Context: an optimization exercise on an open-source flow, tuned for small area and a short achievable clock period. The choices shown serve that exercise and are no tape-out recipe. RTL that was checked went through simulation tests only; none was proved equivalent to the original. No driver is modelled on the clock port, so clocking that relies on it looks cheaper here than on a real chip. No activity file was given, so power comes from the tool's default toggle rates.

// coeff_ctrl_regs
module coeff_ctrl_regs (
  input  logic                                   clk,
  input  logic                                   rst_n,
  input  logic [coeff_regs_pkg::ADDR_W-1:0]      write_address,
  input  coeff_regs_pkg::coeff_t                 write_data,
  input  logic                                   write_en,
  input  logic [coeff_regs_pkg::ADDR_W-1:0]      read_address,
  output coeff_regs_pkg::coeff_t                 read_data,
  output coeff_regs_pkg::coeff_t [coeff_regs_pkg::IIR_STAGES-1:0] coeff_a1,
  output coeff_regs_pkg::coeff_t [coeff_regs_pkg::IIR_STAGES-1:0] coeff_a2,
  output coeff_regs_pkg::coeff_t [coeff_regs_pkg::IIR_STAGES-1:0] coeff_b0,
  output coeff_regs_pkg::coeff_t [coeff_regs_pkg::IIR_STAGES-1:0] coeff_b1,
  output coeff_regs_pkg::coeff_t [coeff_regs_pkg::IIR_STAGES-1:0] coeff_b2,
  output coeff_regs_pkg::coeff_t [coeff_regs_pkg::FIR_TAPS-1:0]   fir_coeff,
  output logic                                   filter_select
);
clock: 5.0 ns
lec_check: 0
cap_margin: 20
core_margin: 2
core_utilization: 40
setup_slack_margin: 2.5
slew_margin: 20
synth_hierarchical: 1
standard.sh (not shown) runs the stock make flow with config.mk's settings and CLKGATE_MAP_FILE= SYNTH_SCRIPT=/design/flow/synth_recipe.tcl, a recipe that flattens the netlist after the stock synthesis.
==> flow/flow/run.sh <==
#!/bin/bash
# Standard layout, with the port buffers made from the smallest plain buffer.
set -euo pipefail
export BUFFER_PORTS_ARGS="-buffer_cell sky130_fd_sc_hd__buf_1"
bash standard.sh "BUFFER_PORTS_ARGS=$BUFFER_PORTS_ARGS" finish > standard.log 2>&1
Edit:
CORE_UTILIZATION = 55   (was 40)
=> With this change the flow failed in I/O pin placement (3_2_place_iop). Synthesized cell count stays the same. Synthesized area is unchanged.
Edit:
CORE_UTILIZATION = 40   (was 55)
SETUP_SLACK_MARGIN = unset   (was 2.5)
Outcome: This time the run produced a clean layout. Synthesized area stays the same. Synthesized cell count does not change.
No functional check of the RTL was part of any run of this note.


The RTL this note starts from:
==> flow/design.v <==
`default_nettype none
package coeff_regs_pkg;
  localparam int ADDR_W = 8;
  localparam int DATA_W = 16;
  localparam int IIR_STAGES = 8;
  localparam int FIR_TAPS   = 32;
  localparam int STAGE_W = $clog2(IIR_STAGES);
  localparam int INDEX_W = $clog2(FIR_TAPS);
  localparam logic [ADDR_W-1:0] A1_BASE = 8'h00;
  localparam logic [ADDR_W-1:0] A2_BASE = 8'h10;
  localparam logic [ADDR_W-1:0] B0_BASE = 8'h20;
  localparam logic [ADDR_W-1:0] B1_BASE = 8'h30;
  localparam logic [ADDR_W-1:0] B2_BASE = 8'h40;
  localparam logic [ADDR_W-1:0] FIR_BASE = 8'h50;
  localparam logic [ADDR_W-1:0] CTRL_ADDR = 8'hF0;
  typedef logic [DATA_W-1:0] coeff_t;
  typedef enum logic [2:0] {
    REGION_A1,
    REGION_A2,
    REGION_B0,
    REGION_B1,
    REGION_B2,
    REGION_FIR,
    REGION_CTRL,
    REGION_NONE
  } coeff_region_e;
endpackage
`default_nettype wire
`timescale 1ns/100ps
`default_nettype none
module coeff_addr_decode (
  input  logic [7:0]  address,
  input  logic        enable,
  output logic [71:0] sel,
  output logic [71:0] sel_n,
  output logic        ctrl,
  output logic        ctrl_n
);
  always_comb begin
    for (int w = 0; w < 72; w++) begin
      if (w < 40) sel[w] = enable && address == 8'((w / 8) * 16 + (w % 8));
      else        sel[w] = enable && address == 8'(8'h50 + (w - 40));
    end
    ctrl = enable && address == 8'hF0;
  end
  assign sel_n  = ~sel;
  assign ctrl_n = ~ctrl;
endmodule
`default_nettype wire
`timescale 1ns/100ps
`default_nettype none
module coeff_store (
  input  logic                clk,
  input  logic                rst_n,
  input  logic [71:0]         we,
  input  logic [71:0]         we_n,
  input  logic                we_ctrl,
  input  logic                we_ctrl_n,
  input  logic [15:0]         write_data,
  output logic [71:0][15:0]   words,
  output logic                filter_select
);
  always_ff @(posedge clk or negedge rst_n) begin
    if (~rst_n) begin
      words <= '0;
    end else begin
      for (int w = 0; w < 72; w++)
        words[w] <= ({16{we[w]}} & write_data) | ({16{we_n[w]}} & words[w]);
    end
  end
  always_ff @(posedge clk or negedge rst_n) begin
    if (~rst_n) begin
      filter_select <= 1'b0;
    end else begin
      filter_select <= (we_ctrl & write_data[0]) | (we_ctrl_n & filter_select);
    end
  end
endmodule
`default_nettype wire
`timescale 1ns/100ps
`default_nettype none
module coeff_rb_aoi3 (
  input  logic [2:0]       sel,
  input  logic [2:0][15:0] words,
  output logic [15:0]      y_n
);
  assign y_n = ~(({16{sel[0]}} & words[0]) |
                 ({16{sel[1]}} & words[1]) |
                 ({16{sel[2]}} & words[2]));
endmodule
module coeff_rb_nand3 (
  input  logic [2:0][15:0] a_n,
  output logic [15:0]      y
);
  assign y = ~(a_n[0] & a_n[1] & a_n[2]);
endmodule
module coeff_rb_nor2 (
  input  logic [1:0][15:0] a,
  output logic [15:0]      y_n
);
  assign y_n = ~(a[0] | a[1]);
endmodule
module coeff_readback (
  input  logic                clk,
  input  logic                rst_n,
  input  logic [71:0]         sel,
  input  logic                sel_ctrl,
  input  logic [71:0][15:0]   words,
  input  logic                filter_select,
  output logic [15:0]         read_data
);
  logic [23:0][15:0] t1_n;
  logic [7:0][15:0]  t2;
  logic [3:0][15:0]  t3_n;
  logic [15:0]       read_next;
  for (genvar g = 0; g < 24; g++) begin : g_l1
    coeff_rb_aoi3 u_aoi (
      .sel   (sel[3*g+2:3*g]),
      .words (words[3*g+2:3*g]),
      .y_n   (t1_n[g])
    );
  end
  for (genvar g = 0; g < 8; g++) begin : g_l2
    coeff_rb_nand3 u_nand (
      .a_n (t1_n[3*g+2:3*g]),
      .y   (t2[g])
    );
  end
  for (genvar g = 0; g < 4; g++) begin : g_l3
    coeff_rb_nor2 u_nor (
      .a   (t2[2*g+1:2*g]),
      .y_n (t3_n[g])
    );
  end
  always_comb begin
    read_next    = ~(t3_n[0] & t3_n[1] & t3_n[2] & t3_n[3]);
    read_next[0] = read_next[0] | (sel_ctrl & filter_select);
  end
  always_ff @(posedge clk or negedge rst_n) begin
    if (~rst_n) begin
      read_data <= '0;
    end else begin
      read_data <= read_next;
    end
  end
endmodule
`default_nettype wire
`timescale 1ns/100ps
`default_nettype none
module coeff_ctrl_regs (
  input  logic                                   clk,
  input  logic                                   rst_n,
  input  logic [coeff_regs_pkg::ADDR_W-1:0]      write_address,
  input  coeff_regs_pkg::coeff_t                 write_data,
  input  logic                                   write_en,
  input  logic [coeff_regs_pkg::ADDR_W-1:0]      read_address,
  output coeff_regs_pkg::coeff_t                 read_data,
  output coeff_regs_pkg::coeff_t [coeff_regs_pkg::IIR_STAGES-1:0] coeff_a1,
  output coeff_regs_pkg::coeff_t [coeff_regs_pkg::IIR_STAGES-1:0] coeff_a2,
  output coeff_regs_pkg::coeff_t [coeff_regs_pkg::IIR_STAGES-1:0] coeff_b0,
  output coeff_regs_pkg::coeff_t [coeff_regs_pkg::IIR_STAGES-1:0] coeff_b1,
  output coeff_regs_pkg::coeff_t [coeff_regs_pkg::IIR_STAGES-1:0] coeff_b2,
  output coeff_regs_pkg::coeff_t [coeff_regs_pkg::FIR_TAPS-1:0]   fir_coeff,
  output logic                                   filter_select
);
  logic [71:0]       we, we_n, rsel, rsel_n;
  logic              we_ctrl, we_ctrl_n, rsel_ctrl, rsel_ctrl_n;
  logic [71:0][15:0] words;
  coeff_addr_decode u_write_decode (
    .address (write_address),
    .enable  (write_en),
    .sel     (we),
    .sel_n   (we_n),
    .ctrl    (we_ctrl),
    .ctrl_n  (we_ctrl_n)
  );
  coeff_addr_decode u_read_decode (
    .address (read_address),
    .enable  (1'b1),
    .sel     (rsel),
    .sel_n   (rsel_n),
    .ctrl    (rsel_ctrl),
    .ctrl_n  (rsel_ctrl_n)
  );
  coeff_store u_store (
    .clk           (clk),
    .rst_n         (rst_n),
    .we            (we),
    .we_n          (we_n),
    .we_ctrl       (we_ctrl),
    .we_ctrl_n     (we_ctrl_n),
    .write_data    (write_data),
    .words         (words),
    .filter_select (filter_select)
  );
  coeff_readback u_readback (
    .clk           (clk),
    .rst_n         (rst_n),
    .sel           (rsel),
    .sel_ctrl      (rsel_ctrl),
    .words         (words),
    .filter_select (filter_select),
    .read_data     (read_data)
  );
  assign coeff_a1  = words[7:0];
  assign coeff_a2  = words[15:8];
  assign coeff_b0  = words[23:16];
  assign coeff_b1  = words[31:24];
  assign coeff_b2  = words[39:32];
  assign fir_coeff = words[71:40];
endmodule
`default_nettype wire
Settings: LEC_CHECK=0, CAP_MARGIN=50, CORE_MARGIN=2, CORE_UTILIZATION=40, CTS_CLUSTER_DIAMETER=100, CTS_CLUSTER_SIZE=20, SETUP_SLACK_MARGIN=2.5, SLEW_MARGIN=70, SYNTH_HIERARCHICAL=1; clock period 5.0 ns.
==> flow/flow/run.sh <==
#!/bin/bash
# Standard layout, with the port buffers made from the smallest plain buffer
# and one more setup repair pass after clock tree synthesis.
set -euo pipefail
HERE=$(cd "$(dirname "${BASH_SOURCE[0]}")" && pwd)
export BUFFER_PORTS_ARGS="-buffer_cell sky130_fd_sc_hd__buf_1"
export POST_CTS_TCL="$HERE/post_cts.tcl"
bash standard.sh "BUFFER_PORTS_ARGS=$BUFFER_PORTS_ARGS" "POST_CTS_TCL=$POST_CTS_TCL" finish > standard.log 2>&1
==> flow/flow/post_cts.tcl <==
# Extra setup repair after clock tree synthesis, free to change cell footprints.
log_cmd repair_timing -setup -setup_margin $::env(SETUP_SLACK_MARGIN) -repair_tns 100 -verbose
detailed_placement
check_placement -verbose
The baseline ran to the end with no violations.
==> next run, changes <==
==> flow/flow/run.sh (replaced) <==
#!/bin/bash
# Standard layout, with the port buffers made from the smallest plain buffer,
# pins allowed on every routing track, and one more setup repair pass after
# clock tree synthesis.
set -euo pipefail
HERE=$(cd "$(dirname "${BASH_SOURCE[0]}")" && pwd)
export BUFFER_PORTS_ARGS="-buffer_cell sky130_fd_sc_hd__buf_1"
export PLACE_PINS_ARGS="-min_distance 1 -min_distance_in_tracks"
export POST_CTS_TCL="$HERE/post_cts.tcl"
bash standard.sh "BUFFER_PORTS_ARGS=$BUFFER_PORTS_ARGS" "PLACE_PINS_ARGS=$PLACE_PINS_ARGS" \
  "POST_CTS_TCL=$POST_CTS_TCL" finish > standard.log 2>&1
CTS_CLUSTER_DIAMETER = unset   (was 100)
CTS_CLUSTER_SIZE = unset   (was 20)
SETUP_SLACK_MARGIN = 2.4   (was 2.5)
Result: The changed run never finished: it broke off in global routing (GRT-0116). Synthesized cell count does not change. Synthesized area stays the same.
==> next run, changes <==
==> flow/flow/run.sh (replaced) <==
#!/bin/bash
# Standard layout, with the port buffers made from the smallest plain buffer.
set -euo pipefail
export BUFFER_PORTS_ARGS="-buffer_cell sky130_fd_sc_hd__buf_1"
bash standard.sh "BUFFER_PORTS_ARGS=$BUFFER_PORTS_ARGS" finish > standard.log 2>&1
CAP_MARGIN = 20   (was 50)
SETUP_SLACK_MARGIN = 2.3   (was 2.4)
SLEW_MARGIN = 20   (was 70)
removed: flow/flow/post_cts.tcl
After rerunning:
- Now the flow completed without violations
- area after synthesis stays the same
- synthesized cell count does not change
==> next run, changes <==
==> flow/flow/run.sh (replaced) <==
#!/bin/bash
# Standard layout, with the output port buffers made from the smallest plain
# buffer and the input port buffers from buf_4, and one more setup repair pass
# after clock tree synthesis.
set -euo pipefail
HERE=$(cd "$(dirname "${BASH_SOURCE[0]}")" && pwd)
export BUFFER_PORTS_ARGS="-outputs -buffer_cell sky130_fd_sc_hd__buf_1"
export POST_GLOBAL_PLACE_TCL="$HERE/post_gpl.tcl"
export POST_CTS_TCL="$HERE/post_cts.tcl"
bash standard.sh "BUFFER_PORTS_ARGS=$BUFFER_PORTS_ARGS" "POST_GLOBAL_PLACE_TCL=$POST_GLOBAL_PLACE_TCL" \
  "POST_CTS_TCL=$POST_CTS_TCL" finish > standard.log 2>&1
==> flow/flow/post_cts.tcl (new file) <==
# Extra setup repair after clock tree synthesis, free to change cell footprints.
log_cmd repair_timing -setup -setup_margin $::env(SETUP_SLACK_MARGIN) -repair_tns $::env(TNS_END_PERCENT) -verbose
detailed_placement
check_placement -verbose
==> flow/flow/post_gpl.tcl (new file) <==
# Input ports get a stronger buffer than the output ports: each input fans out
# across the whole block.
buffer_ports -inputs -buffer_cell sky130_fd_sc_hd__buf_4
CAP_MARGIN = 30   (was 20)
CTS_CLUSTER_DIAMETER = 100   (was unset)
CTS_CLUSTER_SIZE = 20   (was unset)
SETUP_SLACK_MARGIN = 2.5   (was 2.3)
SLEW_MARGIN = 50   (was 20)
TNS_END_PERCENT = 0   (was unset)
- fmax climbs by 3.6%
- routed wire length climbs by about 1.2%
- clock skew climbs by 0.0069 ns
- final area drops by about 1.5%


Starts from the design.v that is shown in full above.
clock: 5.0 ns
lec_check: 0
cap_margin: 20
core_margin: 2
core_utilization: 40
cts_cluster_diameter: 100
cts_cluster_size: 20
setup_slack_margin: 2.5
slew_margin: 30
synth_hierarchical: 1
tns_end_percent: 0
==> flow/flow/run.sh <==
#!/bin/bash
# Standard layout, with the output port buffers made from the smallest plain
# buffer and the input port buffers from buf_4, and one more setup repair pass
# after clock tree synthesis.
set -euo pipefail
HERE=$(cd "$(dirname "${BASH_SOURCE[0]}")" && pwd)
export BUFFER_PORTS_ARGS="-outputs -buffer_cell sky130_fd_sc_hd__buf_1"
export POST_GLOBAL_PLACE_TCL="$HERE/post_gpl.tcl"
export POST_CTS_TCL="$HERE/post_cts.tcl"
bash standard.sh "BUFFER_PORTS_ARGS=$BUFFER_PORTS_ARGS" "POST_GLOBAL_PLACE_TCL=$POST_GLOBAL_PLACE_TCL" \
  "POST_CTS_TCL=$POST_CTS_TCL" finish > standard.log 2>&1
==> flow/flow/post_cts.tcl <==
# Extra setup repair after clock tree synthesis, free to change cell footprints.
log_cmd repair_timing -setup -setup_margin $::env(SETUP_SLACK_MARGIN) -repair_tns $::env(TNS_END_PERCENT) -verbose
detailed_placement
check_placement -verbose
==> flow/flow/post_gpl.tcl <==
# Input ports get a stronger buffer than the output ports: each input fans out
# across the whole block.
buffer_ports -inputs -buffer_cell sky130_fd_sc_hd__buf_4
The starting point finished with timing, DRC and antenna clean.
Then changed:
==> flow/flow/run.sh (replaced) <==
#!/bin/bash
# Standard layout, with the port buffers made from the smallest plain buffer
# and one more setup repair pass after clock tree synthesis.
set -euo pipefail
HERE=$(cd "$(dirname "${BASH_SOURCE[0]}")" && pwd)
export BUFFER_PORTS_ARGS="-buffer_cell sky130_fd_sc_hd__buf_1"
export POST_CTS_TCL="$HERE/post_cts.tcl"
bash standard.sh "BUFFER_PORTS_ARGS=$BUFFER_PORTS_ARGS" "POST_CTS_TCL=$POST_CTS_TCL" finish > standard.log 2>&1
CAP_MARGIN = 30   (was 20)
SETUP_SLACK_MARGIN = 2.7   (was 2.5)
SLEW_MARGIN = 50   (was 30)
removed: flow/flow/post_gpl.tcl
=> Sequential power is about the same; critical path depth goes up by 1; maximum frequency goes up by a few percent; die area stays the same; setup slack is better by 0.15 ns; worst hold slack is better by 0.12 ns; routed wire length goes up slightly; non-clock buffer count goes up by 149; first-iteration DRC count goes up by a few percent; combinational power stays flat; synthesized area stays the same.
Then changed:
SETUP_SLACK_MARGIN = 2.5   (was 2.7)
The new run finished with timing, DRC and antenna clean.
Total power hardly moves.
Worst setup slack loses 0.011 ns.
Register-to-register slack loses 0.04 ns.
Via count falls by 0.98%.
Clock skew barely changes.
Worst hold slack loses 0.0046 ns.
Clock-buffer cell count does not change.
Final area falls by 1.1%.

re-timing with driven ports:
How much do the figures lean on ideal ports? The routed layouts below were timed once more, with nothing changed but the port constraints. Step 1 sets driving cells, clkbuf_16 on the clock port and buf_2 on the other inputs (assumed; they add their load-dependent delay and slew). Step 2 also shifts input and output timing later by t, the mid clock arrival at the registers, as if the neighbouring blocks saw the same clock. a / b / c = ideal ports / drivers / drivers and shift; a / b = the first two.
run | t, ns | setup WS [ns] | worst setup path at the end | clock arrival spread, ns | worst slew at a driven data input, ns
the first run of note 1 | 0.850 | 1.470 / 1.477 / 0.627 | input to register | 0.044 / 0.044 | 0.19
the third run of note 1 | 0.853 | 0.933 / 0.991 / 0.138 | input to register | 0.042 / 0.042 | 0.20
the first run of note 2 | 0.774 | 2.318 / 2.334 / 1.561 | input to register | 0.043 / 0.043 | 0.17
the third run of note 2 | 0.836 | 2.131 / 2.098 / 1.262 | input to register | 0.026 / 0.026 | 0.14
the fourth run of note 2 | 0.758 | 2.232 / 2.272 / 1.514 | input to register | 0.036 / 0.036 | 0.08
the first run of note 3 | 0.746 | 2.018 / 2.036 / 1.290 | input to register | 0.048 / 0.048 | 0.08
the second run of note 3 | 0.750 | 2.164 / 2.133 / 1.383 | input to register | 0.039 / 0.040 | 0.17
the third run of note 3 | 0.752 | 2.152 / 2.121 / 1.369 | input to register | 0.046 / 0.045 | 0.15
After both steps setup and hold are still met in every run listed. The setup slack of the third run of note 2, which loses most, moves by -0.033 ns with the drivers and by -0.869 ns with both steps.
